Background: an optimization exercise with open tools, aiming at small area, a short achievable clock period and few clock cycles. Do not read the settings as production practice. RTL that was checked went through simulation tests only; none was proved equivalent to the original. Only the layout flow was run in runs 4 to 6; the RTL was not checked for function there. No activity file was given, so power comes from the tool's default toggle rates.

==> design/flow/design.v <==
`timescale 1ns / 1ps
`default_nettype none
package rrd_pkg;
	localparam int VALUE_MAX   = 32;
	localparam int MESSAGE_MAX = 4096;
	localparam int DATA_W      = 8;
	localparam int STATUS_W    = 2;
	localparam int WORD_W      = 32;
	localparam int LENGTH_W    = 6;
	localparam int INDEX_W     = 5;
	localparam int PTR_W       = 7;    
	localparam logic [1:0] FC_OTHER    = 2'd0;
	localparam logic [1:0] FC_ERROR    = 2'd1;
	localparam logic [1:0] FC_THROTTLE = 2'd2;
	localparam logic [1:0] FC_VALUE    = 2'd3;
endpackage
`default_nettype wire
`timescale 1ns / 1ps
`default_nettype none
module rrd_parser (
	input  wire logic        clk,
	input  wire logic        arst_n,
	input  wire logic        rx_valid,
	output logic             rx_ready,
	input  wire logic [7:0]  rx_data_byte,
	input  wire logic        rx_end_of_message,
	output logic             wr_en,
	output logic [5:0]       wr_addr,
	output logic [7:0]       wr_data,
	input  wire logic        p_busy,
	input  wire logic        p_thr_busy,
	output logic             p_load,
	output logic [1:0]       p_status,
	output logic             p_thr_seen,
	output logic             p_present,
	output logic [5:0]       p_len,
	output logic             p_long,
	output logic             p_stop,
	output logic [6:0]       p_base,
	output logic [31:0]      thr,
	input  wire logic        old_v,
	input  wire logic [6:0]  old_ptr
);
	logic       s0_v, s1_v;
	logic [7:0] s0_d, s1_d;
	logic       s0_e, s1_e;
	logic       take, proc, stall;
	assign rx_ready = !s1_v;
	assign take     = rx_valid && !s1_v;
	assign proc     = s0_v && !stall;
	always_ff @(posedge clk or negedge arst_n) begin
		if (!arst_n) begin
			s0_v <= 1'b0;
			s1_v <= 1'b0;
		end else begin
			if (proc) begin
				s0_v <= s1_v || take;
				s1_v <= 1'b0;
			end else if (!s0_v) begin
				s0_v <= take;
			end else if (take) begin
				s1_v <= 1'b1;
			end
		end
	end
	always_ff @(posedge clk) begin
		if (proc && s1_v) begin
			s0_d <= s1_d;
			s0_e <= s1_e;
		end else if (take && (proc || !s0_v)) begin
			s0_d <= rx_data_byte;
			s0_e <= rx_end_of_message;
		end
		if (take && s0_v && !proc) begin
			s1_d <= rx_data_byte;
			s1_e <= rx_end_of_message;
		end
	end
	logic        ph_tag, ph_val, ph_len, ph_pay, ph_ign;
	logic [3:0]  cnt;
	logic [31:0] acc;
	logic        hz;
	logic [1:0]  cls;
	logic        fits;
	logic [5:0]  nlen;
	logic [6:0]  nbase;
	logic [6:0]  wptr;
	logic        room;
	logic [1:0]  st;
	logic        thr_seen;
	logic        present;
	logic [5:0]  clen;
	logic        long_q;
	logic        stop;
	logic [6:0]  m_old;
	wire [7:0] b   = s0_d;
	wire       eom = s0_e;
	wire       b7  = b[7];
	wire c0 = (cnt == 4'd0);
	wire c1 = (cnt == 4'd1);
	wire c2 = (cnt == 4'd2);
	wire c3 = (cnt == 4'd3);
	wire c4 = (cnt == 4'd4);
	wire c9 = (cnt == 4'd9);
	wire c123 = c1 || c2 || c3;
	wire c2to8 = !c0 && !c1 && !c9;
	wire ph_vint = ph_tag || ph_val || ph_len;
	wire cls_err = (cls == rrd_pkg::FC_ERROR);
	wire cls_thr = (cls == rrd_pkg::FC_THROTTLE);
	wire cls_val = (cls == rrd_pkg::FC_VALUE);
	logic [31:0] acc_v;
	always_comb begin
		acc_v = acc;
		if (c0) acc_v[6:0]   = acc[6:0]   | b[6:0];
		if (c1) acc_v[13:7]  = acc[13:7]  | b[6:0];
		if (c2) acc_v[20:14] = acc[20:14] | b[6:0];
		if (c3) acc_v[27:21] = acc[27:21] | b[6:0];
		if (c4) acc_v[31:28] = acc[31:28] | b[3:0];
	end
	wire any7 = |b[6:0];
	wire hib_tag = (c0 && (b[5] || b[6])) || ((c123 || c4) && any7);
	wire hib_err = (c0 && (|b[6:2])) || (c123 && any7) || (c4 && (|b[3:0]));
	wire hib_len = (c1 && (b[5] || b[6])) || (c2to8 && any7) || (c9 && b[0]);
	wire hi_tag  = hz || hib_tag;
	wire hi_err  = hz || hib_err;
	wire hi_len  = hz || hib_len;
	wire hib     = ph_tag ? hib_tag : (ph_val ? hib_err : hib_len);
	wire done    = ph_vint && !b7;            
	wire ovf     = ph_vint && b7 && c9;       
	wire [2:0] wt = acc_v[2:0];
	wire [1:0] cls_new = hi_tag ? rrd_pkg::FC_OTHER : acc_v[4:3];
	wire len_zero = !hi_len && (acc_v[11:0] == 12'd0);
	wire len_fit  = !hi_len && (acc_v[11:5] == 7'd0 || acc_v[11:0] == 12'd32);
	wire pay_last = (acc[11:0] == 12'd1);
	wire wr_req   = ph_pay && fits;
	wire thr_commit_try = ph_val && !b7 && cls_thr;
	assign stall = (p_busy && eom) || (p_thr_busy && thr_commit_try) || (wr_req && !room);
	wire t_done  = proc && ph_tag && !b7;
	wire v_done  = proc && ph_val && !b7;
	wire l_done  = proc && ph_len && !b7;
	wire p_byte  = proc && ph_pay;
	wire p_done  = p_byte && pay_last;
	wire commit_full  = p_done && fits;
	wire commit_empty = l_done && len_zero && cls_val;
	wire drop         = p_done && !fits && cls_val;
	wire err_commit   = v_done && cls_err;
	wire thr_commit   = v_done && cls_thr;
	assign wr_en   = s0_v && wr_req && room;
	assign wr_addr = wptr[5:0];
	assign wr_data = b;
	wire       wr_go  = proc && wr_req;
	wire [6:0] wptr_n = wptr + {6'd0, wr_go};
	logic [1:0] st_n;
	logic       thr_seen_n, present_n, long_n, stop_n;
	logic [5:0] clen_n;
	logic [6:0] m_old_n;
	always_comb begin
		st_n       = st;
		thr_seen_n = thr_seen || thr_commit;
		present_n  = present;
		clen_n     = clen;
		long_n     = long_q;
		stop_n     = stop || (proc && (ovf || (ph_tag && !b7 && wt != 3'd0 && wt != 3'd2)));
		m_old_n    = m_old;
		if (err_commit) st_n = hi_err ? 2'd3 : acc_v[1:0];
		if (commit_full) begin
			present_n = 1'b1;
			clen_n    = nlen;
			long_n    = 1'b0;
			m_old_n   = nbase;
		end else if (commit_empty) begin
			present_n = 1'b1;
			clen_n    = 6'd0;
			long_n    = 1'b0;
			m_old_n   = wptr;
		end else if (drop) begin
			present_n = 1'b0;
			clen_n    = 6'd0;
			long_n    = 1'b1;
			m_old_n   = wptr;
		end
	end
	assign p_load     = proc && eom;
	assign p_status   = st_n;
	assign p_thr_seen = thr_seen_n;
	assign p_present  = present_n;
	assign p_len      = clen_n;
	assign p_long     = long_n;
	assign p_stop     = stop_n;
	assign p_base     = m_old_n;
	wire [6:0] used = wptr - (old_v ? old_ptr : m_old);
	always_ff @(posedge clk) begin
		if (thr_commit) thr <= acc_v;
		if (l_done) begin
			nlen  <= acc_v[5:0];
			nbase <= wptr;
		end
	end
	always_ff @(posedge clk or negedge arst_n) begin
		if (!arst_n) begin
			ph_tag   <= 1'b1;
			ph_val   <= 1'b0;
			ph_len   <= 1'b0;
			ph_pay   <= 1'b0;
			ph_ign   <= 1'b0;
			cnt      <= 4'd0;
			acc      <= 32'd0;
			hz       <= 1'b0;
			cls      <= rrd_pkg::FC_OTHER;
			fits     <= 1'b0;
			wptr     <= 7'd0;
			room     <= 1'b1;
			st       <= 2'd0;
			thr_seen <= 1'b0;
			present  <= 1'b0;
			clen     <= 6'd0;
			long_q   <= 1'b0;
			stop     <= 1'b0;
			m_old    <= 7'd0;
		end else begin
			wptr <= wptr_n;
			room <= !used[6] && !(wr_go && used[5:0] == 6'd63);
			if (proc) begin
				if (eom) begin
					ph_tag   <= 1'b1;
					ph_val   <= 1'b0;
					ph_len   <= 1'b0;
					ph_pay   <= 1'b0;
					ph_ign   <= 1'b0;
					cnt      <= 4'd0;
					acc      <= 32'd0;
					hz       <= 1'b0;
					cls      <= rrd_pkg::FC_OTHER;
					fits     <= 1'b0;
					st       <= 2'd0;
					thr_seen <= 1'b0;
					present  <= 1'b0;
					clen     <= 6'd0;
					long_q   <= 1'b0;
					stop     <= 1'b0;
					m_old    <= wptr_n;
				end else begin
					st       <= st_n;
					thr_seen <= thr_seen_n;
					present  <= present_n;
					clen     <= clen_n;
					long_q   <= long_n;
					stop     <= stop_n;
					m_old    <= m_old_n;
					if (ph_vint) begin
						if (!b7) begin
							cnt <= 4'd0;
							hz  <= 1'b0;
						end else begin
							cnt <= c9 ? 4'd0 : cnt + 4'd1;
							hz  <= hz || hib;
						end
					end
					if (ph_pay) begin
						acc[11:0] <= acc[11:0] - 12'd1;
					end else if (ph_vint) begin
						if (b7 || ph_len) acc <= acc_v;
						else acc <= 32'd0;
					end
					if (ph_tag && !b7) begin
						cls <= cls_new;
						ph_tag <= 1'b0;
						if (wt == 3'd0) ph_val <= 1'b1;
						else if (wt == 3'd2) ph_len <= 1'b1;
						else ph_ign <= 1'b1;
					end
					if (ph_val && !b7) begin
						ph_val <= 1'b0;
						ph_tag <= 1'b1;
					end
					if (ph_len && !b7) begin
						ph_len <= 1'b0;
						fits   <= cls_val && len_fit;
						if (len_zero) begin
							ph_tag <= 1'b1;
						end else if (hi_len) begin
							ph_ign <= 1'b1;
						end else begin
							ph_pay <= 1'b1;
						end
					end
					if (ovf) begin
						ph_tag <= 1'b0;
						ph_val <= 1'b0;
						ph_len <= 1'b0;
						ph_ign <= 1'b1;
					end
					if (ph_pay && pay_last) begin
						ph_pay <= 1'b0;
						ph_tag <= 1'b1;
					end
				end
			end
		end
	end
endmodule
`default_nettype wire
`timescale 1ns / 1ps
`default_nettype none
module rrd_emit (
	input  wire logic        clk,
	input  wire logic        arst_n,
	input  wire logic        wr_en,
	input  wire logic [5:0]  wr_addr,
	input  wire logic [7:0]  wr_data,
	output logic             p_busy,
	output logic             p_thr_busy,
	input  wire logic        p_load,
	input  wire logic [1:0]  p_status,
	input  wire logic        p_thr_seen,
	input  wire logic        p_present,
	input  wire logic [5:0]  p_len,
	input  wire logic        p_long,
	input  wire logic        p_stop,
	input  wire logic [6:0]  p_base,
	input  wire logic [31:0] thr,
	output logic             old_v,
	output logic [6:0]       old_ptr,
	output logic             tx_valid,
	input  wire logic        tx_ready,
	output logic [1:0]       tx_status_code,
	output logic [31:0]      tx_throttle_ms,
	output logic             tx_value_present,
	output logic [5:0]       tx_value_length,
	output logic [7:0]       tx_value_byte,
	output logic [4:0]       tx_byte_index,
	output logic             tx_value_too_long,
	output logic             tx_stopped_early,
	output logic             tx_last_result
);
	logic [7:0] mem [64];
	always_ff @(posedge clk) begin
		if (wr_en) mem[wr_addr] <= wr_data;
	end
	logic       q_v;
	logic [1:0] q_st;
	logic       q_ts, q_pr, q_lg, q_sp;
	logic [5:0] q_len;
	logic [6:0] q_base;
	logic       cv, cnew, czero;
	logic [4:0] ck, cend;
	logic [6:0] rptr;
	logic       o_v, o_last, o_pr, o_lg, o_sp;
	logic [7:0] o_byte;
	logic [4:0] o_idx;
	logic [1:0] o_st;
	logic [31:0] o_thr;
	logic [5:0] o_len;
	wire adv   = cv && (!o_v || tx_ready);
	wire clast = (ck == cend);
	wire cload = q_v && !(cv && cnew) && (!cv || (adv && clast));
	assign p_busy  = q_v;
	assign p_thr_busy = q_v && q_ts;
	assign old_v   = cv || q_v;
	assign old_ptr = cv ? rptr : q_base;
	always_ff @(posedge clk or negedge arst_n) begin
		if (!arst_n) begin
			q_v <= 1'b0;
			cv  <= 1'b0;
			o_v <= 1'b0;
		end else begin
			if (p_load) q_v <= 1'b1;
			else if (adv && cnew) q_v <= 1'b0;
			if (cload) cv <= 1'b1;
			else if (adv && clast) cv <= 1'b0;
			if (adv) o_v <= 1'b1;
			else if (tx_ready) o_v <= 1'b0;
		end
	end
	always_ff @(posedge clk) begin
		if (p_load) begin
			q_st   <= p_status;
			q_ts   <= p_thr_seen;
			q_pr   <= p_present;
			q_len  <= p_len;
			q_lg   <= p_long;
			q_sp   <= p_stop;
			q_base <= p_base;
		end
		if (cload) begin
			cnew  <= 1'b1;
			czero <= (q_len == 6'd0);
			ck    <= 5'd0;
			cend  <= (q_len == 6'd0) ? 5'd0 : 5'(q_len - 6'd1);
			rptr  <= q_base;
		end else if (adv) begin
			cnew <= 1'b0;
			ck   <= ck + 5'd1;
			rptr <= rptr + 7'd1;
		end
		if (adv) begin
			o_byte <= czero ? 8'd0 : mem[rptr[5:0]];
			o_idx  <= ck;
			o_last <= clast;
			if (cnew) begin
				o_st  <= q_st;
				o_thr <= q_ts ? thr : 32'd0;
				o_pr  <= q_pr;
				o_len <= q_len;
				o_lg  <= q_lg;
				o_sp  <= q_sp;
			end
		end
	end
	assign tx_valid          = o_v;
	assign tx_status_code    = o_st;
	assign tx_throttle_ms    = o_thr;
	assign tx_value_present  = o_pr;
	assign tx_value_length   = o_len;
	assign tx_value_byte     = o_byte;
	assign tx_byte_index     = o_idx;
	assign tx_value_too_long = o_lg;
	assign tx_stopped_early  = o_sp;
	assign tx_last_result    = o_last;
endmodule
`default_nettype wire
`timescale 1ns / 1ps
`default_nettype none
module protobuf_read_reply_decoder_top (
	input  wire logic                   clk,
	input  wire logic                   arst_n,
	input  wire logic                   bytes_valid,
	output logic                        bytes_ready,
	input  wire logic [rrd_pkg::DATA_W-1:0]      bytes_data_byte,
	input  wire logic                   bytes_end_of_message,
	output logic                        results_valid,
	input  wire logic                   results_ready,
	output logic [rrd_pkg::STATUS_W-1:0]         results_status_code,
	output logic [rrd_pkg::WORD_W-1:0]           results_throttle_ms,
	output logic                        results_value_present,
	output logic [rrd_pkg::LENGTH_W-1:0]         results_value_length,
	output logic [rrd_pkg::DATA_W-1:0]           results_value_byte,
	output logic [rrd_pkg::INDEX_W-1:0]          results_byte_index,
	output logic                        results_value_too_long,
	output logic                        results_stopped_early,
	output logic                        results_last_result
);
	logic        wr_en;
	logic [5:0]  wr_addr;
	logic [7:0]  wr_data;
	logic        p_busy, p_thr_busy, p_load, p_thr_seen, p_present, p_long, p_stop;
	logic [1:0]  p_status;
	logic [5:0]  p_len;
	logic [6:0]  p_base;
	logic [31:0] thr;
	logic        old_v;
	logic [6:0]  old_ptr;
	rrd_parser u_parser (
		.clk               (clk),
		.arst_n            (arst_n),
		.rx_valid          (bytes_valid),
		.rx_ready          (bytes_ready),
		.rx_data_byte      (bytes_data_byte),
		.rx_end_of_message (bytes_end_of_message),
		.wr_en             (wr_en),
		.wr_addr           (wr_addr),
		.wr_data           (wr_data),
		.p_busy            (p_busy),
		.p_thr_busy        (p_thr_busy),
		.p_load            (p_load),
		.p_status          (p_status),
		.p_thr_seen        (p_thr_seen),
		.p_present         (p_present),
		.p_len             (p_len),
		.p_long            (p_long),
		.p_stop            (p_stop),
		.p_base            (p_base),
		.thr               (thr),
		.old_v             (old_v),
		.old_ptr           (old_ptr)
	);
	rrd_emit u_emit (
		.clk               (clk),
		.arst_n            (arst_n),
		.wr_en             (wr_en),
		.wr_addr           (wr_addr),
		.wr_data           (wr_data),
		.p_busy            (p_busy),
		.p_thr_busy        (p_thr_busy),
		.p_load            (p_load),
		.p_status          (p_status),
		.p_thr_seen        (p_thr_seen),
		.p_present         (p_present),
		.p_len             (p_len),
		.p_long            (p_long),
		.p_stop            (p_stop),
		.p_base            (p_base),
		.thr               (thr),
		.old_v             (old_v),
		.old_ptr           (old_ptr),
		.tx_valid          (results_valid),
		.tx_ready          (results_ready),
		.tx_status_code    (results_status_code),
		.tx_throttle_ms    (results_throttle_ms),
		.tx_value_present  (results_value_present),
		.tx_value_length   (results_value_length),
		.tx_value_byte     (results_value_byte),
		.tx_byte_index     (results_byte_index),
		.tx_value_too_long (results_value_too_long),
		.tx_stopped_early  (results_stopped_early),
		.tx_last_result    (results_last_result)
	);
endmodule
`default_nettype wire
==> design/flow/flow/run.sh <==
#!/bin/bash
set -euo pipefail
export CTS_ARGS="-sink_clustering_enable -repair_clock_nets -dont_use_dummy_load -sink_clustering_size 24 -sink_clustering_max_diameter 200"
bash standard.sh > standard_flow.log 2>&1
==> design/flow/standard.sh <==
#!/bin/bash
# synth_recipe.tcl (not shown) runs the flow's synth.tcl, then flattens the netlist and writes it again
# the make line also repeats each setting of config.mk as NAME=value (left out here)
make -C /OpenROAD-flow-scripts/flow DESIGN_CONFIG=/design/flow/config.mk WORK_HOME=/design/flow/orfs CLKGATE_MAP_FILE= SYNTH_SCRIPT=/design/flow/synth_recipe.tcl "${@:-finish}"
==> design/flow/config.mk <==
export PLATFORM = sky130hd
export DESIGN_NAME = protobuf_read_reply_decoder_top
export DESIGN_NICKNAME = protobuf_read_reply_decoder_top
export VERILOG_FILES = /design/flow/design.v
export SDC_FILE = /design/flow/constraint.sdc
export NUM_CORES = 4
export LEC_CHECK = 0
export CAP_MARGIN = 20
export CORE_MARGIN = 2
export CORE_UTILIZATION = 40
export SETUP_SLACK_MARGIN = 4.0
export SLEW_MARGIN = 20
==> design/flow/constraint.sdc <==
create_clock -name core_clock -period 6.5 [get_ports {clk}]
set_input_delay 1.3000 -clock core_clock [delete_from_list [all_inputs] [get_ports {clk}]]
set_output_delay 1.3000 -clock core_clock [all_outputs]
set_load 0.01 [all_outputs]
==> results.py, run 1 <==
metrics = {
    "finish": {
        "stdcell_count": 2849,
        "final_layout_size_suffix_gt1_frac": 0.289,
        "final_cell_area_um2": 34700,
        "synthToLayoutAreaGrowth_pct": 15.2,
        "nets": 1909,
        "antennaDiodeCount": 0,
        "final_core_util": 0.465,
    },
    "global_routing": {
        "grt_pass1_vias": 16300,
        "grt_first_pass_wirelength_um": 105000,
        "overflow": 0,
        "grt_util_all_layers": 0.179,
        "antenna_found_initial": 0,
        "grt_max_degree": 77,
    },
    "critical_path": {
        "critPathBufInv": 1,
        "cp-startpoint": "u_emit.o_byte[2]",
        "crit_fanout": 1,
        "slowest_stage": "edfxtp_1",
        "ff2ff_path_depth": 7,
        "crit_end": "results_value_byte[2]",
        "cp.required_ns": 5.20,
        "timing.rr.end": "u_emit.q_base[3]",
        "crit_family": "flip-flops",
        "crit_path_end_kind": "output pin",
        "start_kind": "flop",
        "crit_chain": "buf_2",
        "cp_data_arrival_time_ns": 1.25,
        "slowest_delay_ns": 0.47,
        "path_depth": 1,
        "rrSetupSlack_ns": 4.00,
        "timing_worst_setup_path_type": "reg2out",
        "r2r_start": "u_parser.acc[6]",
    },
    "timing": {
        "period_minus_slack_ns": 2.55,
        "slew_viol_final": 0,
        "max_freq_mhz": 393,
        "grt_setup_unrepaired": "true",
        "worstMarginPinSlew_ns": 1.07,
        "setup_tns_ns": 0,
        "fin_crit_sh": 0.392,
        "hold_viol": 0,
        "skew_ns": 0.109,
        "slew_headroom": 0.284,
        "finalSetupViolCount": 0,
    },
    "place": {
        "port_buffers": 71,
        "hpwl_um": 41500,
        "dp.cells": 2715,
        "gp_congestion": 0.844,
        "placed_area_um2": 31900,
    },
    "routing": {
        "route.detailed.drc": 0,
        "drt_first_pass_iters": 5,
        "vias": 16200,
        "top_layer": "met4",
        "met1Wirelength_um": 29700,
        "met3WireLength_um": 4140,
        "wl_um": 70900,
        "ant_nets": 0,
        "vias_per_cell": 5.70,
        "wire_per_inst_um": 24.9,
        "drtIter0Drc": 1607,
        "route.met2.wl_um": 36000,
    },
    "cts": {
        "cts-hold-fix-buffers": 0,
        "cts_tree": "built",
        "cts.reportedPaths.clkPinSlew_ns": 0.09,
        "cts_max_level": 2,
        "cts_buffers": 37,
        "cts_num_sinks": 746,
        "root_buffer": "clkbuf_16",
        "clkLatencyLatePin_ns": 0.60,
        "cts_buffer_depth": 3,
    },
    "logic_synthesis": {
        "syn_nets": 1765,
        "yosysWarnings": 2,
        "synth_cell_types": 76,
        "syn-mean-instance-area_um2": 17.3,
        "netlist_area_um2": 30100,
        "synth_ff_type": "edfxtp_1",
        "syn_inst": 1738,
        "ys_ff_latch": 746,
        "ys_seq_area_frac": 0.730,
        "synth_edf_count": 664,
        "postSynth.asyncResetShare": 0.102,
    },
    "power": {
        "finalPower_uw": 12100,
        "leakage_uw": 0.0115,
        "peakVddDrop_v": 0.000204,
        "powerDensity_nw_per_um2": 349,
    },
    "floorplan": {
        "initial_utilization": 0.404,
        "core_um2": 74400,
        "die_area_um2": 77400,
        "io_pins": 72,
        "rows": 100,
        "die_h_um": 278,
        "die_x_um": 278,
    },
    "min_path": {
        "hold_path.class": "reg2reg",
    },
    "outcome": {
        "status": "complete, no violations",
    },
    "job": {
        "cap_violations": 0,
    },
}
[worst min-delay path by stage]
stage / to / depth (start not counted) / slack, ns / startpoint
finish: u_emit.o_st[1] / 0 / 0.43 / u_emit.q_st[1]
global route: u_emit.o_st[1] / 0 / 0.45 / u_emit.q_st[1]
CTS: u_emit.o_st[1] / 0 / 0.44 / u_emit.q_st[1]
detailed placement: u_emit.o_st[1] / 0 / 0.41 / u_emit.q_st[1]
global placement: u_emit.o_st[1] / 0 / 0.41 / u_emit.q_st[1]
floorplan: u_emit.o_lg / 0 / 0.40 / u_emit.q_lg
[through the flow]
stage | hold WS (ns) | setup slack [ns]
after floorplan | 0.400 | 3.27
after global placement | 0.414 | 3.00
after detailed placement | 0.411 | 2.96
after CTS | 0.438 | 3.92
after global routing | 0.446 | 3.89
final | 0.433 | 3.95
[cell usage in the layout (no fill, tap or decap), types with 8 or more instances in the layout]
master and instances:
a21o_1 9, a21oi_1 74, a22o_1 10, a22oi_1 12
a22oi_2 9, and2_1 36, buf_12 18, buf_2 55
buf_4 80, buf_6 8, clkbuf_16 41, clkdlybuf4s50_1 11
dfrtp_1 64, dfrtp_2 8, edfxtp_1 664, ha_1 12
inv_1 45, mux2_2 17, mux2i_1 15, mux4_2 152
nand2_1 107, nand2b_1 12, nand3_1 10, nor2_1 55
nor2_2 8, nor2_4 64, nor2b_1 8, nor3_1 11
o21ai_0 41, o21ai_1 21, o31ai_1 24, xnor2_1 17
xor2_1 11
[final cells by class]
class,count,area (um2)
clock buffer,37,926
fill,6191,39800
inverter,51,200
multi-input combinational,858,8500
sequential,746,22000
tap,969,1210
timing repair buffer,187,1820
timing repair inverter,1,7.51
[power breakdown]
group	internal, uW	leakage (uW)	switching, uW
Sequential	5880	0.00708	277
Combinational	1390	0.00394	2080
Clock	1020	0.000456	1430
[routing by layer]
layer	global-route usage	vias to the layer above
met5	0	-
met4	0.0344	0
met3	0.0265	75
met2	0.305	529
met1	0.246	8582
li1	-	7059
[cells in the mapped netlist, types with 4 or more instances]
cell type | instances | area share
nand3b_1 | 4 | 0.0010
or3_1 | 9 | 0.0019
or2_2 | 5 | 0.0010
dfrtp_1 | 74 | 0.062
o31ai_1 | 24 | 0.0060
nor2_1 | 126 | 0.016
a21o_1 | 9 | 0.0022
xor2_1 | 11 | 0.0032
o21ai_1 | 19 | 0.0032
nor3_1 | 12 | 0.0020
nor4_1 | 7 | 0.0015
o22ai_1 | 5 | 0.0010
and2_1 | 36 | 0.0075
nor2b_1 | 9 | 0.0019
a21oi_1 | 80 | 0.013
nand2_1 | 116 | 0.014
nand2b_1 | 13 | 0.0027
edfxtp_1 | 664 | 0.66
inv_1 | 49 | 0.0061
o21ai_0 | 46 | 0.0077
dfxtp_1 | 6 | 0.0040
a22oi_1 | 21 | 0.0052
buf_2 | 21 | 0.0035
ha_1 | 13 | 0.0054
buf_1 | 20 | 0.0025
clkbuf_1 | 41 | 0.0051
mux4_2 | 152 | 0.11
a22o_1 | 10 | 0.0029
mux2_2 | 17 | 0.0064
nand3_1 | 15 | 0.0025
xnor2_1 | 17 | 0.0049
nand4_1 | 7 | 0.0015
mux2i_1 | 15 | 0.0050
[timing repair]
item                       CTS  global route
pin swaps                   12            24
gates resized for setup    446            43
setup endpoints to repair  749           176
setup buffers               35            51
cloned                       6             5
[flip-flops by register name, summed over array words and instances (netlist names), 7 cells and up]
signal	cells
u_parser.nbase	7
u_emit.q_base	7
u_emit.o_thr	32
u_parser.acc	32
u_emit.rptr	7
u_parser.s1_d	8
u_emit.mem	512
u_parser.m_old	7
u_parser.thr	32
u_emit.o_byte	8
u_parser.wptr	7
u_parser.s0_d	8
[cell families (layout without fill, tap and decap cells)]
logic type	count (synthesis)	after routing	share of synthesized area
AO/OA/AOI/OAI	247	248	0.0510
XOR/XNOR	28	28	0.00815
AND/OR/NAND/NOR	384	384	0.0616
multiplexers	184	184	0.125
buffers and inverters	135	276	0.0180
flip-flops	746	746	0.730
adder cells (fa/ha/maj)	14	14	0.00607
Testbench counts, summed over its fixed seeds: cycles 51,327.
==> run 2, diff against run 1 <==
==> design/flow/flow/run.sh (replaced) <==
#!/bin/bash
set -euo pipefail
export CTS_ARGS="-sink_clustering_enable -repair_clock_nets -dont_use_dummy_load -sink_clustering_size 20 -sink_clustering_max_diameter 200"
bash standard.sh > standard_flow.log 2>&1
==> run 2 against run 1 <==
Still clean. Die area unchanged. Critical path type unchanged. Synthesized cell count did not move. Wire length is 0.94% lower. Sequential share of layout area is 0.089 points higher. Final cell count down 0.56%. Largest cell class unchanged.
==> results.py, run 2 <==
metrics = {
    "outcome": {
        "status": "complete, no violations",
    },
    "global_routing": {
        "overflow": 0,
        "grt_first_pass_wirelength_um": 105000,
        "antenna_found_initial": 0,
        "grt_pass1_vias": 16400,
        "grt_util_all_layers": 0.178,
        "grt_max_degree": 77,
    },
    "logic_synthesis": {
        "ys_ff_latch": 746,
        "synth_most_common_cell": "edfxtp_1",
        "synth_edf_count": 664,
        "netlist_area_um2": 30100,
        "yosys.area.top_type": "edfxtp_1",
        "yosysWarnings": 2,
        "postSynth.asyncResetShare": 0.102,
        "synth.top_cell.area_share": 0.663,
        "synth_cell_types": 76,
        "syn_inst": 1738,
        "syn_nets": 1765,
        "yosys-top-cells-count": "664 x edfxtp_1, 152 x mux4_2, 126 x nor2_1",
        "synth_ff_type": "edfxtp_1",
        "synth.area.top_cells": "edfxtp_1 66%, mux4_2 11%, dfrtp_1 6.2%",
        "syn-mean-instance-area_um2": 17.3,
        "ys_seq_area_frac": 0.730,
    },
    "critical_path": {
        "cp.required_ns": 5.20,
        "slowest_stage": "edfxtp_1",
        "start_kind": "flop",
        "critPathBufInv": 1,
        "cp_data_arrival_time_ns": 1.26,
        "crit_family": "flip-flops",
        "slowest_delay_ns": 0.47,
        "crit_path_end_kind": "output pin",
        "crit_chain": "buf_2",
        "crit_fanout": 1,
        "timing_worst_setup_path_type": "reg2out",
    },
    "place": {
        "port_buffers": 71,
        "placed_area_um2": 31900,
        "hpwl_um": 41500,
        "gp_congestion": 0.844,
    },
    "power": {
        "clkPwrFrac": 0.216,
        "sw_frac_of_total": 0.311,
        "power.switching_uw": 3800,
        "p_seq_frac": 0.505,
        "pwr-share-comb": 0.279,
        "powerDensity_nw_per_um2": 353,
        "intPower_uw": 8410,
        "leakage_uw": 0.0114,
        "peakVddDrop_v": 0.000220,
    },
    "min_path": {
        "hold_path.class": "reg2reg",
    },
    "timing": {
        "fin_crit_sh": 0.394,
        "setup_tns_ns": 0,
        "period_minus_slack_ns": 2.56,
        "slew_viol_final": 0,
        "grt_setup_unrepaired": "true",
        "max_freq_mhz": 390,
        "slew_headroom": 0.301,
        "skew_ns": 0.0945,
        "finalSetupViolCount": 0,
        "hold_viol": 0,
        "worstMarginPinSlew_ns": 1.05,
    },
    "cts": {
        "cts_tree": "built",
        "root_buffer": "clkbuf_16",
        "cts.reportedPaths.clkPinSlew_ns": 0.08,
        "cts_buffers": 43,
        "cts_buffer_depth": 3,
        "cts_num_sinks": 746,
        "cts-hold-fix-buffers": 0,
        "cts_max_level": 2,
        "clkLatencyLatePin_ns": 0.62,
    },
    "routing": {
        "route.detailed.drc": 0,
        "vias": 16000,
        "ant_nets": 0,
        "vias_per_cell": 5.64,
        "drt_first_pass_iters": 6,
        "drtIter0Drc": 1722,
        "wl_um": 70200,
        "wire_per_inst_um": 24.8,
    },
    "finish": {
        "synthToLayoutAreaGrowth_pct": 15.0,
        "final_core_util": 0.465,
        "final_cell_mix": "664 x edfxtp_1, 152 x mux4_2, 107 x nand2_1",
        "final_cell_area_um2": 34600,
        "final_layout_size_suffix_gt1_frac": 0.281,
        "regMostFlops": "u_emit.mem",
        "final_common_cell": "edfxtp_1",
        "antennaDiodeCount": 0,
        "fill_cells": 6193,
        "nets": 1893,
        "largest_register_ffs": 512,
    },
    "floorplan": {
        "die_area_um2": 77400,
        "io_pins": 72,
        "core_um2": 74400,
        "rows": 100,
        "die_h_um": 278,
        "die_x_um": 278,
        "initial_utilization": 0.404,
    },
    "job": {
        "cap_violations": 0,
    },
}
## run 2: power by group through the flow
stage	logic, uW	registers (uW)	clock network (uW)
final	3410	6160	2640
after global routing	3660	6180	2860
after CTS	3230	6160	2690
after detailed placement	2900	6320	0
after global placement	2830	6310	0
after floorplan	1810	6330	0
## run 2: repair_timing
item / in CTS / in global routing
gates cloned: 6 / 5
hold endpoints to repair: 0 / 0
pin swaps: 12 / 33
endpoints found under the setup margin: 751 / 205
gates resized for setup: 439 / 45
buffers inserted: 33 / 31
## run 2: final timing paths
path	from	endpoint	slack, ns	cells after the start
max in group asynchronous	arst_n	u_parser.cnt[2]	5.18	1
setup / recovery	u_emit.o_byte[2]	results_value_byte[2]	3.94	1
hold reg to reg	u_emit.q_st[1]	u_emit.o_st[1]	0.43	0
hold / removal	u_emit.q_st[1]	u_emit.o_st[1]	0.43	0
min in group asynchronous	arst_n	u_parser.st[0]	0.74	1
setup reg to reg	u_parser.acc[8]	u_emit.q_base[2]	4.00	7
## run 2: layer usage
| layer | part of all wire | vias to the layer above | wire length (um) | GRT usage |
|---|---|---|---|---|
| met4 | 0.016 | 0 | 1110 | 0.0348 |
| li1 | - | 7032 | - | - |
| met5 | 0 | - | 0 | 0 |
| met1 | 0.42 | 8401 | 29500 | 0.244 |
| met3 | 0.059 | 84 | 4140 | 0.0290 |
| met2 | 0.51 | 470 | 35500 | 0.303 |
## run 2: area by class of cell
cell class                 instances  area [um2]  area share
multi-input combinational        857        8470       0.245
sequential                       746       22000       0.635
clock buffer                      43        1080      0.0311
timing repair inverter             1        7.51    0.000217
tap                              969        1210      0.0350
timing repair buffer             166        1650      0.0477
inverter                          51         200     0.00579
## run 2: cells by family after synthesis
group / after synthesis / synth area share
AND/OR/NAND/NOR: 384 / 0.0616
adder cells (fa/ha/maj): 14 / 0.00607
XOR/XNOR: 28 / 0.00815
flip-flops: 746 / 0.730
AO/OA/AOI/OAI: 247 / 0.0510
multiplexers: 184 / 0.125
buffers and inverters: 135 / 0.0180
## run 2: per-stage QoR
step	cells	power, uW	hold slack (ns)	setup slack [ns]
after floorplan	1738	8140	0.400	3.27
final	2833	12200	0.427	3.94
after global placement	2714	9140	0.414	3.00
after detailed placement	2715	9230	0.411	2.96
after CTS	2797	12100	0.429	3.91
after global routing	2833	12700	0.442	3.91
==> run 3, diff against run 2 <==
==> design/flow/run.sh (new file) <==
#!/bin/bash
# synth_recipe.tcl (not shown) runs the flow's synth.tcl, then flattens the netlist and writes it again
# the make line also repeats each setting of config.mk as NAME=value (left out here)
make -C /OpenROAD-flow-scripts/flow DESIGN_CONFIG=/design/flow/config.mk WORK_HOME=/design/flow/orfs CLKGATE_MAP_FILE= SYNTH_SCRIPT=/design/flow/synth_recipe.tcl finish
removed: design/flow/flow/run.sh
removed: design/flow/standard.sh
==> run 3 against run 2 <==
Final cell count grew 4.4%. Still clean. Critical path type unchanged. Largest power group unchanged. First-iteration DRC count decreased by 2.7%. Largest cell class unchanged. Worst setup slack got worse by 0.022 ns. Sequential power barely moved. Combinational power up 3%.
==> results.py, run 3 <==
metrics = {
    "outcome": {
        "status": "complete, no violations",
    },
    "routing": {
        "route.detailed.drc": 0,
        "vias": 16600,
        "drt_first_pass_iters": 5,
        "wire_per_inst_um": 24.5,
        "ant_nets": 0,
        "drtIter0Drc": 1675,
        "vias_per_cell": 5.61,
        "wl_um": 72600,
    },
    "floorplan": {
        "io_pins": 72,
        "core_um2": 74400,
        "die_x_um": 278,
        "die_area_um2": 77400,
        "die_h_um": 278,
        "initial_utilization": 0.404,
        "rows": 100,
    },
    "cts": {
        "cts.reportedPaths.clkPinSlew_ns": 0.06,
        "cts-hold-fix-buffers": 0,
        "cts_num_sinks": 746,
        "cts_buffer_depth": 3,
        "clkLatencyLatePin_ns": 0.63,
        "cts_max_level": 3,
        "cts_buffers": 77,
        "cts_tree": "built",
        "root_buffer": "clkbuf_16",
    },
    "finish": {
        "fill_cells": 6059,
        "largest_register_ffs": 512,
        "seqCellArea_um2": 22000,
        "final_layout_size_suffix_gt1_frac": 0.317,
        "final_core_util": 0.489,
        "final_cell_mix": "664 x edfxtp_1, 152 x mux4_2, 107 x nand2_1",
        "synthToLayoutAreaGrowth_pct": 21.0,
        "nets": 1952,
        "multi_input_area_um2": 8540,
        "regMostFlops": "u_emit.mem",
        "final_common_cell": "edfxtp_1",
        "antennaDiodeCount": 0,
    },
    "logic_synthesis": {
        "synth_most_common_cell": "edfxtp_1",
        "syn_inst": 1738,
        "ys_seq_area_frac": 0.730,
        "synth.top_cell.area_share": 0.663,
        "yosys.area.top_type": "edfxtp_1",
        "netlist_area_um2": 30100,
        "yosysWarnings": 2,
        "synth_cell_types": 76,
        "synth_edf_count": 664,
        "syn-mean-instance-area_um2": 17.3,
        "syn_nets": 1765,
        "postSynth.asyncResetShare": 0.102,
        "ys_ff_latch": 746,
        "synth.area.top_cells": "edfxtp_1 66%, mux4_2 11%, dfrtp_1 6.2%",
        "yosys-top-cells-count": "664 x edfxtp_1, 152 x mux4_2, 126 x nor2_1",
        "synth_ff_type": "edfxtp_1",
    },
    "timing": {
        "fin_crit_sh": 0.398,
        "worstMarginPinSlew_ns": 1.08,
        "finalSetupViolCount": 0,
        "grt_setup_unrepaired": "true",
        "slew_viol_final": 0,
        "holdWs_ns": 0.423,
        "max_freq_mhz": 387,
        "period_minus_slack_ns": 2.58,
        "slew_headroom": 0.272,
        "skew_ns": 0.0292,
        "setup_tns_ns": 0,
        "hold_viol": 0,
    },
    "min_path": {
        "hp-start": "u_emit.q_st[1]",
        "holdPathStages": 0,
        "hold_path_end": "u_emit.o_st[1]",
        "hold_path.class": "reg2reg",
    },
    "global_routing": {
        "grt_first_pass_wirelength_um": 107000,
        "antenna_found_initial": 0,
        "overflow": 0,
        "grt_max_degree": 77,
        "grt_pass1_vias": 16700,
        "grt_util_all_layers": 0.182,
    },
    "critical_path": {
        "start_kind": "flop",
        "critPathBufInv": 1,
        "crit_fanout": 1,
        "crit_path_end_kind": "output pin",
        "cp_data_arrival_time_ns": 1.28,
        "slowest_delay_ns": 0.47,
        "rrSetupSlack_ns": 4.01,
        "slowest_stage": "edfxtp_1",
        "timing.rr.end": "u_parser.room",
        "crit_family": "flip-flops",
        "r2r_start": "u_emit.rptr[0]",
        "ff2ff_path_depth": 13,
        "crit_chain": "buf_2",
        "timing_worst_setup_path_type": "reg2out",
        "cp.required_ns": 5.20,
    },
    "power": {
        "powerDensity_nw_per_um2": 387,
        "leakage_uw": 0.0123,
        "finalPower_uw": 14100,
        "peakVddDrop_v": 0.000198,
    },
    "place": {
        "port_buffers": 71,
        "hpwl_um": 41500,
        "gp_congestion": 0.844,
    },
    "job": {
        "cap_violations": 0,
    },
}
==> run 3: changes by cell type in the layout (fill, tap and decap cells not counted), moves of 4 or more <==
| cell | before | now |
|---|---|---|
| clkbuf_16 | 47 | 87 |
| buf_4 | 59 | 77 |
| clkbuf_1 | 0 | 14 |
| clkinv_1 | 1 | 15 |
| clkinv_2 | 0 | 13 |
| bufinv_16 | 0 | 6 |
| clkbuf_8 | 0 | 6 |
| inv_6 | 0 | 5 |
| dfrtp_2 | 6 | 10 |
==> run 3: worst max path at each step <==
stage,from,endpoint,depth (start not counted)
after detailed placement,u_emit.q_ts,u_parser.m_old[0],7
after global placement,u_emit.q_ts,u_parser.m_old[6],6
after CTS,u_emit.o_byte[2],results_value_byte[2],1
after floorplan,u_parser.s0_d[7],u_parser.thr_seen,6
after global routing,u_parser.s0_d[7],u_parser.m_old[6],11
final,u_emit.o_byte[2],results_value_byte[2],1
==> run 3: per-layer routing <==
| metal | up-vias | GRT usage | part of all wire |
|---|---|---|---|
| met5 | - | 0 | 0 |
| met4 | 0 | 0.0470 | 0.022 |
| met3 | 111 | 0.0295 | 0.056 |
| met2 | 590 | 0.308 | 0.50 |
| met1 | 8676 | 0.245 | 0.42 |
| li1 | 7231 | - | - |
==> run 3: kinds of logic after synthesis <==
kind of cell    synth area share
compound gates            0.0510
mux                        0.125
xor+xnor                 0.00815
fa+ha+maj                0.00607
flops                      0.730
simple gates              0.0616
buf+inv                   0.0180
==> run 3: report_power, final <==
group          leakage (uW)  internal [uW]  switching [uW]  total [uW]
clock network       0.00124           2540            1870        4410
registers           0.00708           5890             285        6170
logic               0.00401           1390            2110        3510
==> run 3: cell type report <==
type,count,share of cell area
multi-input cells,857,0.235
repair buffers,191,0.0526
repair inverters,1,0.000206
clock buffers,98,0.0573
flip-flops and latches,746,0.604
well taps,969,0.0333
clock inverters,46,0.0124
inverters,51,0.00557
==> run 3: through the flow <==
stage	std cells	worst slack, ns	cell area [um2]
after floorplan	1738	3.27	30200
after global placement	2714	3.00	31900
after detailed placement	2715	2.96	31900
after CTS	2899	3.91	35500
after global routing	2959	3.90	36400
final	2959	3.92	36400
==> run 3: what timing repair did <==
action,in CTS,in global routing
gates cloned,4,10
pin swaps,18,27
endpoints found under the setup margin,746,244
resized for setup,447,54
setup buffers,36,50
==> run 4, diff against run 3 <==
--- a/design/flow/design.v
+++ b/design/flow/design.v
@@ -343,6 +343,6 @@
 	logic [5:0] q_len;
 	logic [6:0] q_base;
-	logic       cv, cnew, czero;
-	logic [4:0] ck, cend;
+	logic       cv, cnew;
+	logic [4:0] ck;
 	logic [6:0] rptr;
 	logic       o_v, o_last, o_pr, o_lg, o_sp;
@@ -353,5 +353,7 @@
 	logic [5:0] o_len;
 	wire adv   = cv && (!o_v || tx_ready);
-	wire clast = (ck == cend);
+	wire [5:0] ck_inc = {1'b0, ck} + 6'd1;
+	wire clast = cnew ? (q_len[5:1] == 5'd0) : (ck_inc == o_len);
+	wire czero = cnew && (q_len == 6'd0);
 	wire cload = q_v && !(cv && cnew) && (!cv || (adv && clast));
 	assign p_busy  = q_v;
@@ -385,11 +387,9 @@
 		if (cload) begin
 			cnew  <= 1'b1;
-			czero <= (q_len == 6'd0);
 			ck    <= 5'd0;
-			cend  <= (q_len == 6'd0) ? 5'd0 : 5'(q_len - 6'd1);
 			rptr  <= q_base;
 		end else if (adv) begin
 			cnew <= 1'b0;
-			ck   <= ck + 5'd1;
+			ck   <= ck_inc[4:0];
 			rptr <= rptr + 7'd1;
 		end
==> design/flow/flow/run.sh (new file) <==
#!/bin/bash
set -euo pipefail
export CTS_ARGS="-sink_clustering_enable -repair_clock_nets -dont_use_dummy_load -sink_clustering_size 20 -sink_clustering_max_diameter 200"
bash standard.sh > standard_flow.log 2>&1
==> design/flow/standard.sh (new file) <==
#!/bin/bash
# synth_recipe.tcl (not shown) runs the flow's synth.tcl, then flattens the netlist and writes it again
# the make line also repeats each setting of config.mk as NAME=value (left out here)
make -C /OpenROAD-flow-scripts/flow DESIGN_CONFIG=/design/flow/config.mk WORK_HOME=/design/flow/orfs CLKGATE_MAP_FILE= SYNTH_SCRIPT=/design/flow/synth_recipe.tcl "${@:-finish}"
--- a/design/flow/config.mk
+++ b/design/flow/config.mk
@@ -9,4 +9,4 @@
 export CORE_MARGIN = 2
 export CORE_UTILIZATION = 40
-export SETUP_SLACK_MARGIN = 4.0
+export SETUP_SLACK_MARGIN = 3.9
 export SLEW_MARGIN = 20
removed: design/flow/run.sh
==> run 4 against run 3 <==
Worst hold slack better by 0.019 ns. Non-clock buffer count is 8 lower. Utilization is 2.2 points lower. Combinational power is 4% lower. Total power is 15% lower. Die area is 0.40% higher. Worst setup slack worse by 0.044 ns. Sequential power is 2% lower. Highest routed layer unchanged. Still clean.
==> results.py, run 4 <==
metrics = {
    "outcome": {
        "status": "complete, no violations",
    },
    "critical_path": {
        "slowest_delay_ns": 0.58,
        "crit_chain": "buf_12 -> or4_4 -> buf_6 -> o32ai_4 -> nand3_2 -> o41ai_4 -> buf_4 -> nor2_4 -> a22o_1",
        "start_kind": "flop",
        "cp_data_arrival_time_ns": 2.98,
        "timing_worst_setup_path_type": "reg2reg",
        "crit_path_end_kind": "flop",
        "cp-startpoint": "u_parser.s0_d[2]",
        "crit_fanout": 6,
        "critPathBufInv": 3,
        "cp.required_ns": 6.85,
        "crit_family": "simple AND/OR/NAND/NOR gates",
        "slowest_stage": "or4_4",
        "r2r_start": "u_parser.s0_d[2]",
    },
    "global_routing": {
        "antenna_found_initial": 1,
        "grt_max_degree": 79,
        "grt_first_pass_wirelength_um": 112000,
        "grt_pass1_vias": 17200,
        "grt_util_all_layers": 0.191,
        "overflow": 0,
    },
    "timing": {
        "skew_ns": 0.0581,
        "max_freq_mhz": 380,
        "fin_crit_sh": 0.404,
        "holdWs_ns": 0.442,
        "setup_tns_ns": 0,
        "hold_viol": 0,
        "slew_headroom": 0.302,
        "worstMarginPinSlew_ns": 1.04,
        "grt_setup_unrepaired": "true",
        "period_minus_slack_ns": 2.63,
        "finalSetupViolCount": 0,
        "slew_viol_final": 0,
    },
    "finish": {
        "final_common_cell": "edfxtp_1",
        "final_cell_mix": "658 x edfxtp_1, 139 x mux2i_1, 112 x nand2_1",
        "nets": 2057,
        "largest_register_ffs": 512,
        "antennaDiodeCount": 0,
        "synthToLayoutAreaGrowth_pct": 15.2,
        "final_layout_size_suffix_gt1_frac": 0.194,
        "regMostFlops": "u_emit.mem",
        "fill_cells": 6321,
    },
    "power": {
        "powerDensity_nw_per_um2": 346,
        "clkPwrFrac": 0.215,
        "intPower_uw": 8180,
        "pwr-share-comb": 0.281,
        "peakVddDrop_v": 0.000207,
        "leakage_uw": 0.0119,
        "sw_frac_of_total": 0.320,
        "power.switching_uw": 3850,
        "p_seq_frac": 0.504,
    },
    "cts": {
        "cts_tree": "built",
        "cts_num_sinks": 740,
        "root_buffer": "clkbuf_16",
        "clkLatencyLatePin_ns": 0.61,
        "cts_buffers": 42,
        "cts.reportedPaths.clkPinSlew_ns": 0.08,
        "cts_buffer_depth": 3,
        "cts_max_level": 2,
    },
    "floorplan": {
        "die_h_um": 279,
        "rows": 100,
        "die_area_um2": 77700,
        "initial_utilization": 0.405,
        "die_x_um": 279,
        "io_pins": 72,
        "core_um2": 74600,
    },
    "routing": {
        "met3WireLength_um": 4890,
        "route.detailed.drc": 0,
        "drt_first_pass_iters": 6,
        "wl_um": 76300,
        "vias_per_cell": 5.85,
        "drtIter0Drc": 2086,
        "met1Wirelength_um": 33200,
        "ant_nets": 0,
        "route.met2.wl_um": 36300,
        "top_layer": "met4",
        "vias": 17500,
        "wire_per_inst_um": 25.5,
    },
    "logic_synthesis": {
        "synth_edf_count": 658,
        "syn_nets": 1932,
        "synth.top_cell.area_share": 0.654,
        "ys_seq_area_frac": 0.721,
        "yosysWarnings": 2,
        "syn_inst": 1906,
        "postSynth.asyncResetShare": 0.103,
        "synth.area.top_cells": "edfxtp_1 65%, dfrtp_1 6.1%, mux4_2 4.8%",
        "ys_ff_latch": 740,
        "synth_cell_types": 75,
        "yosys.area.top_type": "edfxtp_1",
        "synth_most_common_cell": "edfxtp_1",
        "yosys-top-cells-count": "658 x edfxtp_1, 139 x mux2i_1, 139 x nor2_1",
        "netlist_area_um2": 30200,
        "syn-mean-instance-area_um2": 15.8,
        "synth_ff_type": "edfxtp_1",
    },
    "min_path": {
        "hold_path.class": "reg2reg",
        "hp-start": "u_emit.q_lg",
    },
    "job": {
        "cap_violations": 0,
    },
    "place": {
        "port_buffers": 71,
        "gp_congestion": 0.862,
        "hpwl_um": 43400,
    },
}
[run 4: cell count changes in the layout (fill, tap and decap cells not counted), sizes merged, moves of 21 or more]
| cell | change |
|---|---|
| clkbuf | -58 |
| o221ai | +64 |
| mux4 | -88 |
| o22ai | +39 |
| mux2i | +124 |
| inv | -21 |
| buf | -55 |
| clkdlybuf4s15 | +30 |
| clkinv | -31 |
[run 4: layout make-up]
cell class	count	area [um2]	share of cell area
clock buffer	42	1050	0.0302
inverter	37	146	0.00421
multi-input combinational	1027	8690	0.250
sequential	740	21800	0.627
tap	969	1210	0.0348
timing repair buffer	183	1900	0.0545
[run 4: per-layer routing]
| metal | vias up | GRT usage |
|---|---|---|
| li1 | 7700 | - |
| met1 | 9045 | 0.275 |
| met2 | 681 | 0.306 |
| met3 | 119 | 0.0254 |
| met4 | 0 | 0.0546 |
| met5 | - | 0 |
[run 4: final timing paths]
path	to	slack (ns)	cells past startpoint
max	u_emit.q_len[2]	3.87	9
min	u_emit.o_lg	0.44	0
max reg2reg	u_emit.q_len[2]	3.87	9
min reg2reg	u_emit.o_lg	0.44	0
max in group asynchronous	u_emit.cv	5.15	1
min in group asynchronous	u_parser.s0_v	0.72	1
[run 4: logic make-up after synthesis]
family	count (synthesis)	share of synthesized area
AO/OA/AOI/OAI	361	0.0833
XOR/XNOR	28	0.00812
adder cells (fa/ha/maj)	13	0.00563
buffers and inverters	141	0.0185
flip-flops	740	0.721
multiplexers	223	0.101
AND/OR/NAND/NOR	400	0.0620
[run 4: through the flow]
step                power, uW  setup slack [ns]  instance area [um2]  instances  utilization
CTS                     11900              3.90                34500       2977        0.462
detailed placement       8950              2.95                32100       2870        0.430
global route            12500              3.82                34800       2998        0.467
finish                  12000              3.87                34800       2998        0.467
global placement         8880              2.96                32100       2870        0.430
floorplan                7940              3.42                30300       1906            -
[run 4: timing repair]
action / 4_1_cts / 5_1_grt
buffers inserted: 55 / 16
pin swaps: 18 / 14
gates resized for setup: 308 / 55
hold buffers: 0 / 0
cloned: 10 / 5
endpoints found under the setup margin: 776 / 104
[run 4: worst reg2reg max path: cells and delay by family, from the launching register on]
| kind | cells | cell delay (ns) |
|---|---|---|
| buf+inv | 3 | 0.49 |
| compound gates | 3 | 0.66 |
| flops | 1 | 0.43 |
| simple gates | 3 | 0.81 |
[run 4: power groups by stage]
| stage | registers [uW] | logic, uW | clock network (uW) |
|---|---|---|---|
| 3_3_place_gp | 6180 | 2700 | 0 |
| 2_1_floorplan | 6210 | 1720 | 0 |
| 5_1_grt | 6090 | 3600 | 2830 |
| 6_report | 6060 | 3380 | 2590 |
| 4_1_cts | 6040 | 3180 | 2660 |
| 3_5_place_dp | 6190 | 2760 | 0 |
==> run 5, diff against run 4 <==
--- a/design/flow/config.mk
+++ b/design/flow/config.mk
@@ -9,4 +9,4 @@
 export CORE_MARGIN = 2
 export CORE_UTILIZATION = 40
-export SETUP_SLACK_MARGIN = 3.9
+export SETUP_SLACK_MARGIN = 4.0
 export SLEW_MARGIN = 20
==> run 5 against run 4 <==
Critical path depth down 1. Final cell count unchanged. First-iteration DRC count down 14%. Via count fell by 0.78%. Critical endpoint is now u_emit.q_len[3]. Flip-flop and latch count stayed put. Global-route usage hardly changed. Synthesized area unchanged.
==> results.py, run 5 <==
metrics = {
    "outcome": {
        "status": "complete, no violations",
    },
    "floorplan": {
        "io_pins": 72,
        "die_x_um": 279,
        "die_area_um2": 77700,
        "die_h_um": 279,
        "rows": 100,
        "initial_utilization": 0.405,
        "core_um2": 74600,
    },
    "timing": {
        "grt_setup_unrepaired": "true",
        "fin_crit_sh": 0.399,
        "hold_viol": 0,
        "skew_ns": 0.0684,
        "period_minus_slack_ns": 2.59,
        "worstMarginPinSlew_ns": 0.981,
        "slew_headroom": 0.344,
        "slew_viol_final": 0,
        "max_freq_mhz": 386,
        "finalSetupViolCount": 0,
        "setup_tns_ns": 0,
    },
    "logic_synthesis": {
        "yosysWarnings": 2,
        "netlist_area_um2": 30200,
        "yosys.area.top_type": "edfxtp_1",
        "synth_cell_types": 75,
        "ys_seq_area_frac": 0.721,
        "synth_most_common_cell": "edfxtp_1",
        "postSynth.asyncResetShare": 0.103,
        "syn_nets": 1932,
        "yosys-top-cells-count": "658 x edfxtp_1, 139 x mux2i_1, 139 x nor2_1",
        "synth.top_cell.area_share": 0.654,
        "syn_inst": 1906,
        "syn-mean-instance-area_um2": 15.8,
        "synth_ff_type": "edfxtp_1",
        "synth_edf_count": 658,
        "synth.area.top_cells": "edfxtp_1 65%, dfrtp_1 6.1%, mux4_2 4.8%",
        "ys_ff_latch": 740,
    },
    "critical_path": {
        "cp.required_ns": 6.83,
        "timing.rr.end": "u_emit.q_len[3]",
        "rrSetupSlack_ns": 3.91,
        "cp_data_arrival_time_ns": 2.92,
        "timing_worst_setup_path_type": "reg2reg",
        "cp-startpoint": "u_parser.cnt[2]",
        "crit_fanout": 17,
        "r2r_start": "u_parser.cnt[2]",
        "crit_path_end_kind": "flop",
        "start_kind": "flop",
        "ff2ff_path_depth": 8,
    },
    "finish": {
        "antennaDiodeCount": 0,
        "final_core_util": 0.468,
        "final_cell_mix": "658 x edfxtp_1, 139 x mux2i_1, 112 x nand2_1",
        "final_cell_area_um2": 34900,
        "final_layout_size_suffix_gt1_frac": 0.232,
        "regMostFlops": "u_emit.mem",
        "synthToLayoutAreaGrowth_pct": 15.6,
        "final_common_cell": "edfxtp_1",
        "nets": 2057,
        "largest_register_ffs": 512,
    },
    "global_routing": {
        "grt_util_all_layers": 0.191,
        "overflow": 0,
        "grt_pass1_vias": 17400,
        "antenna_found_initial": 1,
        "grt_max_degree": 77,
        "grt_first_pass_wirelength_um": 112000,
    },
    "place": {
        "hpwl_um": 42300,
        "gp_congestion": 0.852,
        "port_buffers": 71,
        "placed_area_um2": 32100,
    },
    "cts": {
        "cts_tree": "built",
        "cts_buffers": 42,
        "clkLatencyLatePin_ns": 0.62,
        "cts_max_level": 2,
        "root_buffer": "clkbuf_16",
        "cts_buffer_depth": 3,
        "cts-hold-fix-buffers": 0,
        "cts.reportedPaths.clkPinSlew_ns": 0.08,
        "cts_num_sinks": 740,
    },
    "power": {
        "leakage_uw": 0.0120,
        "peakVddDrop_v": 0.000242,
        "p_seq_frac": 0.499,
        "intPower_uw": 8240,
        "sw_frac_of_total": 0.322,
        "powerDensity_nw_per_um2": 348,
        "pwr-share-comb": 0.289,
        "clkPwrFrac": 0.212,
        "power.switching_uw": 3920,
    },
    "routing": {
        "vias_per_cell": 5.81,
        "ant_nets": 0,
        "drt_first_pass_iters": 7,
        "wire_per_inst_um": 25.3,
        "wl_um": 75700,
        "drtIter0Drc": 1797,
        "vias": 17400,
        "route.detailed.drc": 0,
    },
    "min_path": {
        "hold_path.class": "reg2reg",
        "hp-start": "u_emit.q_sp",
        "hold_path_end": "u_emit.o_sp",
        "holdPathStages": 0,
    },
    "job": {
        "cap_violations": 0,
    },
}
[run 5: cell counts after synthesis]
Identical to the previous run, type by type.
[run 5: worst max-delay path by stage]
stage / slack (ns) / cells after the start / to
3_3_place_gp: 3.17 / 4 / u_emit.mem[62][3]
4_1_cts: 3.85 / 8 / u_emit.q_len[3]
6_report: 3.91 / 8 / u_emit.q_len[3]
5_1_grt: 3.81 / 8 / u_emit.q_len[5]
2_1_floorplan: 3.42 / 8 / u_emit.q_len[0]
3_5_place_dp: 3.09 / 4 / u_emit.mem[62][3]
[run 5: cell type report]
class                           count  area, um2
Fill cell                        6355      39600
Sequential cell                   740      21800
Multi-Input combinational cell   1029       8870
Timing Repair Buffer              181       1830
Tap cell                          969       1210
Clock buffer                       42       1050
Inverter                           37        150
[run 5: what timing repair did]
action,CTS,global route
endpoints found under the hold margin,0,0
cloned,16,3
buffers inserted,59,12
pin swaps,29,15
gates resized for setup,454,47
endpoints found under the setup margin,742,172
[run 5: critical path: stages, from the launching register on]
cell       delay, ns
dfrtp_2         0.61
nor4_2          0.07
buf_4           0.20
a2111oi_4       0.44
nand4_1         0.22
o41ai_4         0.34
buf_6           0.17
nor2_4          0.05
a22o_1          0.23
[run 5: cell families (layout without fill, tap and decap cells)]
logic type                 Yosys count  count (layout)  synth area share
AOI/OAI and AO/OA                  361             361            0.0833
adders and majority gates           13              13           0.00563
buffers and inverters              141             260            0.0185
and+or+nand+nor                    400             404            0.0620
muxes                              223             223             0.101
DFF                                740             740             0.721
xor gates and xnor gates            28              28           0.00812
[run 5: metal layers]
| layer | vias to the layer above | wire, um | global-route usage |
|---|---|---|---|
| met5 | - | 0 | 0 |
| met4 | 0 | 1970 | 0.0514 |
| met3 | 112 | 4440 | 0.0211 |
| met2 | 637 | 36900 | 0.320 |
| met1 | 8946 | 32400 | 0.267 |
| li1 | 7713 | - | - |
[run 5: metrics by stage]
step	hold slack, ns	setup slack [ns]	cells	power (uW)
after floorplan	0.400	3.42	1906	7940
after global placement	0.412	3.17	2866	8940
after detailed placement	0.409	3.09	2866	9000
after CTS	0.433	3.85	2983	12100
after global routing	0.442	3.81	2998	12600
final	0.429	3.91	2998	12200
[run 5: power by group through the flow]
stage / Sequential [uW] / Clock [uW] / Combinational, uW
detailed placement: 6180 / 0 / 2820
global placement: 6170 / 0 / 2780
CTS: 6060 / 2640 / 3390
floorplan: 6210 / 0 / 1730
global route: 6100 / 2800 / 3740
finish: 6070 / 2580 / 3520
==> run 6, diff against run 5 <==
--- a/design/flow/design.v
+++ b/design/flow/design.v
@@ -343,6 +343,6 @@
 	logic [5:0] q_len;
 	logic [6:0] q_base;
-	logic       cv, cnew;
-	logic [4:0] ck;
+	logic       cv, cnew, czero;
+	logic [4:0] ck, cend;
 	logic [6:0] rptr;
 	logic       o_v, o_last, o_pr, o_lg, o_sp;
@@ -353,7 +353,5 @@
 	logic [5:0] o_len;
 	wire adv   = cv && (!o_v || tx_ready);
-	wire [5:0] ck_inc = {1'b0, ck} + 6'd1;
-	wire clast = cnew ? (q_len[5:1] == 5'd0) : (ck_inc == o_len);
-	wire czero = cnew && (q_len == 6'd0);
+	wire clast = (ck == cend);
 	wire cload = q_v && !(cv && cnew) && (!cv || (adv && clast));
 	assign p_busy  = q_v;
@@ -387,24 +385,27 @@
 		if (cload) begin
 			cnew  <= 1'b1;
+			czero <= (q_len == 6'd0);
 			ck    <= 5'd0;
+			cend  <= (q_len == 6'd0) ? 5'd0 : 5'(q_len - 6'd1);
 			rptr  <= q_base;
 		end else if (adv) begin
 			cnew <= 1'b0;
-			ck   <= ck_inc[4:0];
+			ck   <= ck + 5'd1;
 			rptr <= rptr + 7'd1;
 		end
-		if (adv) begin
-			o_byte <= czero ? 8'd0 : mem[rptr[5:0]];
-			o_idx  <= ck;
-			o_last <= clast;
-			if (cnew) begin
-				o_st  <= q_st;
-				o_thr <= q_ts ? thr : 32'd0;
-				o_pr  <= q_pr;
-				o_len <= q_len;
-				o_lg  <= q_lg;
-				o_sp  <= q_sp;
-			end
-		end
+	end
+	wire       ld_r = adv;
+	wire       ld_m = adv && cnew;
+	wire [7:0] rd_b = mem[rptr[5:0]];
+	always_ff @(posedge clk) begin
+		o_byte <= (rd_b & {8{ld_r && !czero}}) | (o_byte & {8{!ld_r}});
+		o_idx  <= (ck & {5{ld_r}}) | (o_idx & {5{!ld_r}});
+		o_last <= (clast && ld_r) | (o_last && !ld_r);
+		o_st   <= (q_st & {2{ld_m}}) | (o_st & {2{!ld_m}});
+		o_thr  <= (thr & {32{ld_m && q_ts}}) | (o_thr & {32{!ld_m}});
+		o_pr   <= (q_pr && ld_m) | (o_pr && !ld_m);
+		o_len  <= (q_len & {6{ld_m}}) | (o_len & {6{!ld_m}});
+		o_lg   <= (q_lg && ld_m) | (o_lg && !ld_m);
+		o_sp   <= (q_sp && ld_m) | (o_sp && !ld_m);
 	end
 	assign tx_valid          = o_v;
==> design/flow/flow/run.sh (replaced) <==
#!/bin/bash
set -euo pipefail
export CTS_ARGS="-sink_clustering_enable -repair_clock_nets -dont_use_dummy_load"
bash standard.sh > standard_flow.log 2>&1
==> run 6 against run 5 <==
Synthesized cell count grew 2.2%. Total power grew 21%. Synthesized area grew 0.82%. Critical path type unchanged. Largest power group unchanged.
==> results.py, run 6 <==
metrics = {
    "outcome": {
        "status": "complete, no violations",
    },
    "logic_synthesis": {
        "synth_most_common_cell": "edfxtp_1",
        "syn-mean-instance-area_um2": 15.6,
        "yosys-top-cells-count": "624 x edfxtp_1, 220 x nand2_1, 162 x nor2_1",
        "synth.area.top_cells": "edfxtp_1 62%, mux4_2 9.5%, dfrtp_1 6.1%",
        "synth.top_cell.area_share": 0.615,
        "synth_ff_type": "edfxtp_1",
        "syn_inst": 1947,
        "netlist_area_um2": 30500,
        "ys_seq_area_frac": 0.712,
        "synth_edf_count": 624,
        "synth_cell_types": 69,
        "ys_ff_latch": 752,
        "yosys.area.top_type": "edfxtp_1",
        "yosysWarnings": 2,
        "syn_nets": 1975,
        "postSynth.asyncResetShare": 0.101,
    },
    "finish": {
        "final_layout_size_suffix_gt1_frac": 0.280,
        "largest_register_ffs": 512,
        "final_common_cell": "edfxtp_1",
        "final_cell_mix": "624 x edfxtp_1, 207 x nand2_1, 128 x mux4_2",
        "nets": 2147,
        "synthToLayoutAreaGrowth_pct": 18.1,
        "regMostFlops": "u_emit.mem",
        "fill_cells": 6319,
        "antennaDiodeCount": 0,
        "stdcell_count": 3095,
    },
    "critical_path": {
        "crit_fanout": 6,
        "ff2ff_path_depth": 7,
        "cp_data_arrival_time_ns": 2.98,
        "r2r_start": "u_parser.acc[6]",
        "timing.rr.end": "u_emit.q_len[1]",
        "crit_path_end_kind": "flop",
        "crit_end": "u_emit.q_len[1]",
        "cp-startpoint": "u_parser.acc[6]",
        "timing_worst_setup_path_type": "reg2reg",
        "rrSetupSlack_ns": 3.89,
        "cp.required_ns": 6.87,
        "start_kind": "flop",
    },
    "place": {
        "gp_congestion": 0.863,
        "dp.cells": 2921,
        "pre_cts_slack_ns": 1.88,
        "hpwl_um": 44100,
        "port_buffers": 71,
    },
    "cts": {
        "cts_num_sinks": 752,
        "cts_max_level": 3,
        "cts.reportedPaths.clkPinSlew_ns": 0.06,
        "cts-hold-fix-buffers": 0,
        "cts_tree": "built",
        "root_buffer": "clkbuf_16",
        "clkLatencyLatePin_ns": 0.63,
        "cts_buffer_depth": 3,
        "cts_buffers": 79,
    },
    "floorplan": {
        "io_pins": 72,
        "die_area_um2": 78400,
        "die_h_um": 280,
        "initial_utilization": 0.402,
        "rows": 101,
        "core_um2": 75700,
        "die_x_um": 280,
    },
    "power": {
        "intPower_uw": 9920,
        "leakage_uw": 0.0122,
        "p_seq_frac": 0.442,
        "sw_frac_of_total": 0.326,
        "finalPower_uw": 14700,
        "clkPwrFrac": 0.257,
        "power.switching_uw": 4790,
        "pwr-share-comb": 0.300,
        "powerDensity_nw_per_um2": 409,
        "peakVddDrop_v": 0.000236,
    },
    "job": {
        "cap_violations": 0,
    },
    "global_routing": {
        "antenna_found_initial": 1,
        "grt_max_degree": 73,
        "grt_util_all_layers": 0.190,
        "overflow": 0,
        "grt_pass1_vias": 18000,
        "grt_first_pass_wirelength_um": 112000,
    },
    "timing": {
        "finalSetupViolCount": 0,
        "setup_tns_ns": 0,
        "hold_viol": 0,
        "grt_setup_unrepaired": "true",
        "worst_slack_ns": 3.89,
        "period_minus_slack_ns": 2.61,
        "slew_viol_final": 0,
        "max_freq_mhz": 383,
        "fin_crit_sh": 0.401,
        "skew_ns": 0.0700,
        "slew_headroom": 0.333,
        "worstMarginPinSlew_ns": 1.00,
    },
    "min_path": {
        "hold_path.class": "reg2reg",
        "hp-start": "u_emit.q_sp",
    },
    "routing": {
        "wl_um": 74900,
        "vias_per_cell": 5.72,
        "drtIter0Drc": 1760,
        "ant_nets": 0,
        "vias": 17700,
        "drt_first_pass_iters": 5,
        "wire_per_inst_um": 24.2,
        "route.detailed.drc": 0,
    },
}
run 6: how the worst min path moves through the flow:
stage / to / slack, ns / depth (start not counted)
6_report: flop / 0.40 / 0
5_1_grt: flop / 0.41 / 0
2_1_floorplan: flop / 0.40 / 0
3_3_place_gp: flop / 0.42 / 0
4_1_cts: flop / 0.41 / 0
3_5_place_dp: flop / 0.41 / 0
run 6: cell families (layout without fill, tap and decap cells):
group,after synthesis,in the layout,synth area share
compound gates,300,301,0.0641
xor+xnor,33,33,0.00949
fa+ha+maj,15,15,0.00641
buf+inv,134,300,0.0174
flops,752,752,0.712
mux,177,177,0.112
simple gates,536,539,0.0783
run 6: layer usage:
| metal | GRT usage | share of wire | up-vias |
|---|---|---|---|
| met5 | 0 | 0 | - |
| met4 | 0.0681 | 0.032 | 0 |
| met3 | 0.0289 | 0.062 | 134 |
| met2 | 0.311 | 0.48 | 631 |
| met1 | 0.260 | 0.42 | 9120 |
| li1 | - | - | 7830 |
run 6: what timing repair did:
item | CTS | global route
setup buffers | 48 | 38
setup endpoints to repair | 773 | 238
cloned | 7 | 2
resized for setup | 466 | 34
pin swaps | 18 | 13
run 6: power by group through the flow:
stage	clock, uW	sequential, uW	combinational (uW)
after floorplan	0	6610	2470
after global placement	0	6710	3810
after detailed placement	0	6730	3900
after CTS	3860	6560	4220
after global routing	4050	6540	4770
final	3790	6510	4420
run 6: metrics by stage:
stage / utilization / area [um2] / hold slack, ns
after detailed placement: 0.427 / 32300 / 0.414
final: 0.475 / 36000 / 0.404
after global placement: 0.427 / 32300 / 0.421
after floorplan: - / 30700 / 0.400
after global routing: 0.475 / 36000 / 0.410
after CTS: 0.469 / 35500 / 0.413
run 6: layout make-up:
class	count	area, um2	share of cell area
clock buffers	79	1980	0.0550
repair buffers	187	1580	0.0440
well taps	978	1220	0.0340
multi-input cells	1065	9290	0.258
flip-flops and latches	752	21700	0.604
inverters	32	146	0.00407
repair inverters	2	16.3	0.000452
run 6: critical path, cell delays in order, from the launching register on:
cell and delay (ns):
dfrtp_2 0.40, or3_4 0.40, a211o_1 0.29, a2111o_1 0.49, buf_4 0.18, nor4_4 0.26
a311oi_4 0.10, a22o_1 0.24

==> port drivers added, routing unchanged <==
The results above use ideal ports. As a check the final layouts listed here were re-extracted and re-timed, cells and wires unchanged.
Step 1: set_driving_cell puts a clkbuf_16 on clk and a buf_2 on each other input, an assumption about the parent block.
Step 2 adds t to the input delays and takes it off the output delays; t is the mean of the earliest and latest rising clock arrival at the registers after step 1. Input paths then give back, and output paths get back, about the clock's delay inside the block.
a / b / c = ideal ports / drivers / drivers and shift; a / b = the first two.
| run | t, ns | setup slack, ns | hold slack, ns | latest minus earliest clock arrival (ns) |
|---|---|---|---|---|
| run 1 | 0.616 | 3.953 / 3.885 / 3.543 | 0.433 / 0.433 / 0.433 | 0.110 / 0.110 |
| run 2 | 0.635 | 3.937 / 3.870 / 3.523 | 0.427 / 0.427 / 0.427 | 0.095 / 0.095 |
| run 3 | 0.684 | 3.915 / 3.846 / 3.457 | 0.423 / 0.423 / 0.423 | 0.035 / 0.035 |
| run 4 | 0.644 | 3.871 / 3.837 / 3.440 | 0.442 / 0.442 / 0.442 | 0.060 / 0.060 |
| run 5 | 0.641 | 3.908 / 3.886 / 3.408 | 0.429 / 0.429 / 0.429 | 0.070 / 0.070 |
| run 6 | 0.657 | 3.892 / 3.892 / 3.679 | 0.404 / 0.404 / 0.404 | 0.082 / 0.082 |
After both steps setup and hold are still met in every run listed. The setup slack of run 5, which loses most, moves by -0.022 ns with the drivers and by -0.500 ns with both steps.
